This is an optimization exercise on Yosys and OpenROAD, whose aim is small area, a short achievable clock period and few clock cycles per item, not a production implementation.
No run shown here included a check of the RTL's function; only the layout flow was run.

## flow/design.v (module list and top-level ports; edited modules follow where they fit)
// module poly_horner_seq: 1915 lines
// module phs_fa: 5 lines
module poly_horner_seq (
    input  logic               clk,
    input  logic               rst,
    input  logic               coeff_we,
    input  logic [3:0]         coeff_addr,
    input  logic signed [15:0] coeff_wdata,
    input  logic signed [15:0] x,
    input  logic               start,
    output logic               busy,
    output logic               done,
    output logic signed [31:0] sum,
    output logic               ovf
);
  // ...
==> flow/run.sh <==
#!/bin/bash
# synth_recipe.tcl (not shown) runs the flow's synth.tcl, then flattens the netlist and writes it again
# the make line also repeats each setting of config.mk as NAME=value (left out here)
make -C /OpenROAD-flow-scripts/flow DESIGN_CONFIG=/design/flow/config.mk WORK_HOME=/design/flow/orfs CLKGATE_MAP_FILE= SYNTH_SCRIPT=/design/flow/synth_recipe.tcl finish
==> flow/config.mk <==
export PLATFORM = sky130hd
export DESIGN_NAME = poly_horner_seq
export DESIGN_NICKNAME = poly_horner_seq
export VERILOG_FILES = /design/flow/design.v
export SDC_FILE = /design/flow/constraint.sdc
export NUM_CORES = 4
export LEC_CHECK = 0
export CAP_MARGIN = 20
export CORE_MARGIN = 2
export CORE_UTILIZATION = 40
export SLEW_MARGIN = 20
export SYNTH_HIERARCHICAL = 1
export SYNTH_MINIMUM_KEEP_SIZE = 0
==> flow/constraint.sdc <==
create_clock -name core_clock -period 9.0 [get_ports {clk}]
set_input_delay 1.8000 -clock core_clock [delete_from_list [all_inputs] [get_ports {clk}]]
set_output_delay 1.8000 -clock core_clock [all_outputs]
set_load 0.01 [all_outputs]
==> flow_summary.yaml, run 1 <==
timing:
  fmax_mhz: 148
  rsz0062_at_grt: "false"
  tightest_slew_ps: 922
  min_period_ps: 6740
  skew_ps: 28.9
  slew_headroom: 0.385
drt:
  wirelength_met1_mm: 37.2
  drtPass1Iterations: 6
  viasPerCell: 5.71
  wl_per_cell_um: 19.1
critical_path:
  worstPathRequired_ps: 9300
  r2r_slack_ps: 2260
  worst_setup_path_end_kind: "register"
  cp_cell_sequence: "clkinv_1, buf_4, o31ai_1, fa_1, fa_1, fa_1, ha_1, ha_1, ha_1, nand2_1, a21oi_1, a211oi_1, nand2_1, a21o_1, a21oi_1, o21ai_0, xor2_1"
  r2r_end: "r_acc[24]$_DFFE_PP_"
finish:
  syn2layout_area_growth_pct: 7.04
  fin_cells: 4280
  finalInstanceArea_mm2: 0.0316
  nNonClkBuffers: 159
  seq-cell-share: 0.237
  nClkBuffers: 32
  drive_above_1_share: 0.0605
grt:
  grt_max_degree: 108
  grt_pass1_vias: 22568
  top_usage_layer: "met2"
  grt_overflow: 0
placement:
  postPlaceCellArea_mm2: 0.0306
  io_buffers: 74
  placed_cells: 4228
cts:
  clk_path_buf_depth: 3
  clk_latency_ps: 550
  cts_buffers: 28
logic_synthesis:
  ys_warn_count: 7
  ys.flop_type: "edfxtp_1"
  yosysTopAreaCell: "edfxtp_1"
  synth_top_family_by_area: "adder cells"
  synth-xor-area-share: 0.0306
  postSynthAreaPerCell_um2: 8.34
  synth_common_cells: "nand2_1 (527), o21ai_0 (344), clkbuf_1 (343)"
  ys_types: 65
  synth.mux.area_fraction: 0.0347
hold_path:
  hold_path_startpoint: "r_cval[5]$_DFFE_PP0P_"
  min_path_cells: 1
status:
  outcome: "complete, no violations"
==> run 2, diff against run 1 <==
--- a/flow/config.mk
+++ b/flow/config.mk
@@ -5,6 +5,7 @@
 export SDC_FILE = /design/flow/constraint.sdc
 export NUM_CORES = 4
 export LEC_CHECK = 0
+export ABC_AREA = 1
 export CAP_MARGIN = 20
 export CORE_MARGIN = 2
 export CORE_UTILIZATION = 40
==> flow_summary.yaml, run 2 <==
status:
  outcome: "complete, no violations"
drt:
  viasPerCell: 5.69
  drtPass1Iterations: 5
  wl_per_cell_um: 21.7
  drc: 0
  postRouteAntennaNets: 0
  drt_wl_total_mm: 62.1
  vias: 16253
  drt_iter0_drc: 1270
critical_path:
  worstPathRequired_ps: 9440
  start_kind: "register"
  critPathKind: "register to register"
  cp_common_cell: "nand2_1"
  critical_path_buf_inv_count: 3
  cpLargestDelayFamily: "adder cells"
  arrival_ps: 7340
  max_stage_delay_ps: 700
  cpMaxStageDelayCell: "dfrtp_2"
  cp_cell_sequence: "buf_4, nor2_1, o21ai_2, buf_4, o22ai_1, xor2_1, fa_1, fa_1, fa_1, fa_1, ha_1, ha_1, nand2_1, inv_1, a21oi_1, nand2_1, a21oi_2, nand2_2, nand2_1, nand3_1, nand3_1, nand2_1, nand2_1, a21oi_2"
  worst_setup_path_end_kind: "register"
  critical_path_peak_fanout: 19
finish:
  final_util: 0.450
  nets: 2520
  top_regs: "r_coeff: 176 flops, r_acc: 32 flops"
  drive_above_1_share: 0.0653
  antenna_cells: 0
  fin_cells: 2856
  mostFrequentLayoutCell: "xor2_1"
  syn2layout_area_growth_pct: 10.7
  regMostFlops: "r_coeff"
  largest_reg_flops: 176
  final_cell_mix: "xor2_1 (285), o22ai_1 (264), nand2_1 (215), edfxtp_1 (208), inv_1 (206)"
hold_path:
  hp-class: "register to register"
logic_synthesis:
  ys.flop_type: "edfxtp_1"
  synth_edf_count: 208
  postSynthAreaPerCell_um2: 10.3
  syn_inst: 2134
  synth-compound-area-share: 0.143
  yosys-top-cells-area: "edfxtp_1 (28%), fa_1 (18%), xor2_1 (11%)"
  synth_nets: 2517
  ys_async_sr_fraction: 0.128
  ys_types: 50
  synth_top_family_by_area: "adder cells"
  postSynthRegisterBits: 258
  synth_common_cells: "xor2_1 (285), o22ai_1 (264), nand2_1 (215)"
  synth.top_cell.area_share: 0.284
  synth-xor-area-share: 0.118
  yosysTopAreaCell: "edfxtp_1"
  yosysSeqAreaShare: 0.338
  yosys.area_share.adder: 0.264
  synth.mux.area_fraction: 0
  ys_warn_count: 7
  yosysMostFrequentCell: "xor2_1"
  synth_simple_gate_area_frac: 0.0704
  mappedNetlistArea_mm2: 0.0220
timing:
  min_period_ps: 6900
  setup_violations: 0
  slew_headroom: 0.233
  fmax_mhz: 145
  hold_violations: 0
  skew_ps: 27.6
  fin_crit_sh: 0.767
  slew_viol_final: 0
  holdWs_ps: 459
  fin_setup_tns_ps: 0
  rsz0062_at_grt: "false"
  tightest_slew_ps: 1150
cts:
  cts_setup_buffers: 0
  cts-root-buf: "clkbuf_16"
  cts_buffers: 29
  cts.sinks: 258
  clk_path_buf_depth: 3
  htreeDepth: 1
  cts.reportedPaths.clkPinSlew_ps: 70
  cts_tree: "yes"
  clk_latency_ps: 590
  cts_repair_resize_count: 0
  hold_buffers: 0
die:
  die_w_um: 238
  fp.dieH_um: 238
  core-area_mm2: 0.0540
  rows: 85
  pin_count: 75
  die_area_mm2: 0.0568
  start_util: 0.406
grt:
  track_usage: 0.219
  grt_max_degree: 49
  grt_first_pass_wirelength_mm: 97.0
  grt_overflow: 0
  antenna_found_initial: 1
  grt_pass1_vias: 16722
placement:
  hpwlAfterDp_mm: 43.2
  placed_cells: 2801
  io_buffers: 74
  gp_congestion: 0.859
job:
  cap_violations: 0
run 2: cell types whose count changed after synthesis, moves of 77 or more:
cell | before | now
xor2_1 | 50 | 285
inv_1 | 121 | 207
clkbuf_1 | 343 | 85
maj3_1 | 196 | 0
nor2_1 | 242 | 76
nor2b_1 | 83 | 0
a31oi_1 | 91 | 0
o21ai_0 | 344 | 49
nand2_1 | 527 | 215
o22ai_1 | 187 | 264
a21oi_1 | 263 | 76
run 2: final cells by class:
class | count | area (um2)
clock buffers | 36 | 752
inverters | 226 | 848
multi-input cells | 1504 | 13100
well taps | 696 | 871
fillers | 5011 | 29700
clock inverters | 18 | 179
repair buffers | 118 | 1100
flip-flops and latches | 258 | 7420
run 2: path summary, 6_finish.rpt:
kind,slack (ps),end,startpoint,cells after the start
min,460,r_cval[5]$_DFFE_PP0P_,r_cval[5]$_DFFE_PP0P_,2
max reg2reg,2100,r_ovf$_SDFFE_PP0P_,r_x[9]$_DFFE_PP0P_,24
max,2100,r_ovf$_SDFFE_PP0P_,r_x[9]$_DFFE_PP0P_,24
min in group asynchronous,1610,r_x[12]$_DFFE_PP0P_,rst,3
max in group asynchronous,7040,r_idx[1]$_DFFE_PP1P_,rst,3
min reg2reg,460,r_cval[5]$_DFFE_PP0P_,r_cval[5]$_DFFE_PP0P_,2
run 2: kinds of logic (layout without fill, tap and decap cells):
logic type,after synthesis,count (layout)
buffers and inverters,372,398
adders and majority gates,343,343
xor gates and xnor gates,296,296
DFF,258,258
and+or+nand+nor,371,371
AOI/OAI and AO/OA,494,494
run 2: routing by layer:
layer | share of wire | vias up | GRT usage | wire length, um
met2 | 0.47 | 703 | 0.360 | 29200
met5 | 0.00019 | - | 0 | 12
met4 | 0.030 | 2 | 0.0636 | 1840
met1 | 0.43 | 8009 | 0.303 | 26700
li1 | - | 7416 | - | -
met3 | 0.070 | 123 | 0.0311 | 4380
run 2: Yosys stat by module (local to each module, per instance):
module           flops+latches  cell area [um2]  cells inside  copies in the design
phs_fa                       0             20.0             1                   195
poly_horner_seq            258            18100          1939                     1
run 2: stage by stage:
step	instance area [um2]	setup WS (ps)
global route	24300	1690
CTS	24300	2140
finish	24300	2100
global placement	23300	2240
detailed placement	23300	2130
floorplan	22000	3720
run 2: tightest hold or removal path, delay by kind of cell, from the launching register on:
family          cells  cell delay, ps
buf+inv             1              50
compound gates      1              60
flops               1             320

-- what the ideal ports hide --
The flow's constraints put no driver on any port. The routed layouts listed below were extracted and timed again, unchanged, in two steps.
Step 1 assumes that a clkbuf_16 drives the clock port and a buf_2 every other input.
Step 2 moves the port delays by t, midway between the first and last clock arrival at a register: inputs arrive t later, outputs are due t later. That takes back most of the time a late clock gives input paths.
a / b / c = no drivers / after step 1 / after step 2; a / b = the first two.
run	t (ns)	setup WS [ns]	hold WS [ns]	slew at the worst register clock pin (ns)	pins driven straight from the clock port
run 1	0.591	2.258 / 2.258 / 2.258	0.477 / 0.477 / 0.477	0.07 / 0.07	1
run 2	0.632	2.099 / 2.099 / 2.099	0.459 / 0.459 / 0.459	0.07 / 0.07	1
After both steps setup and hold are still met in every run listed.
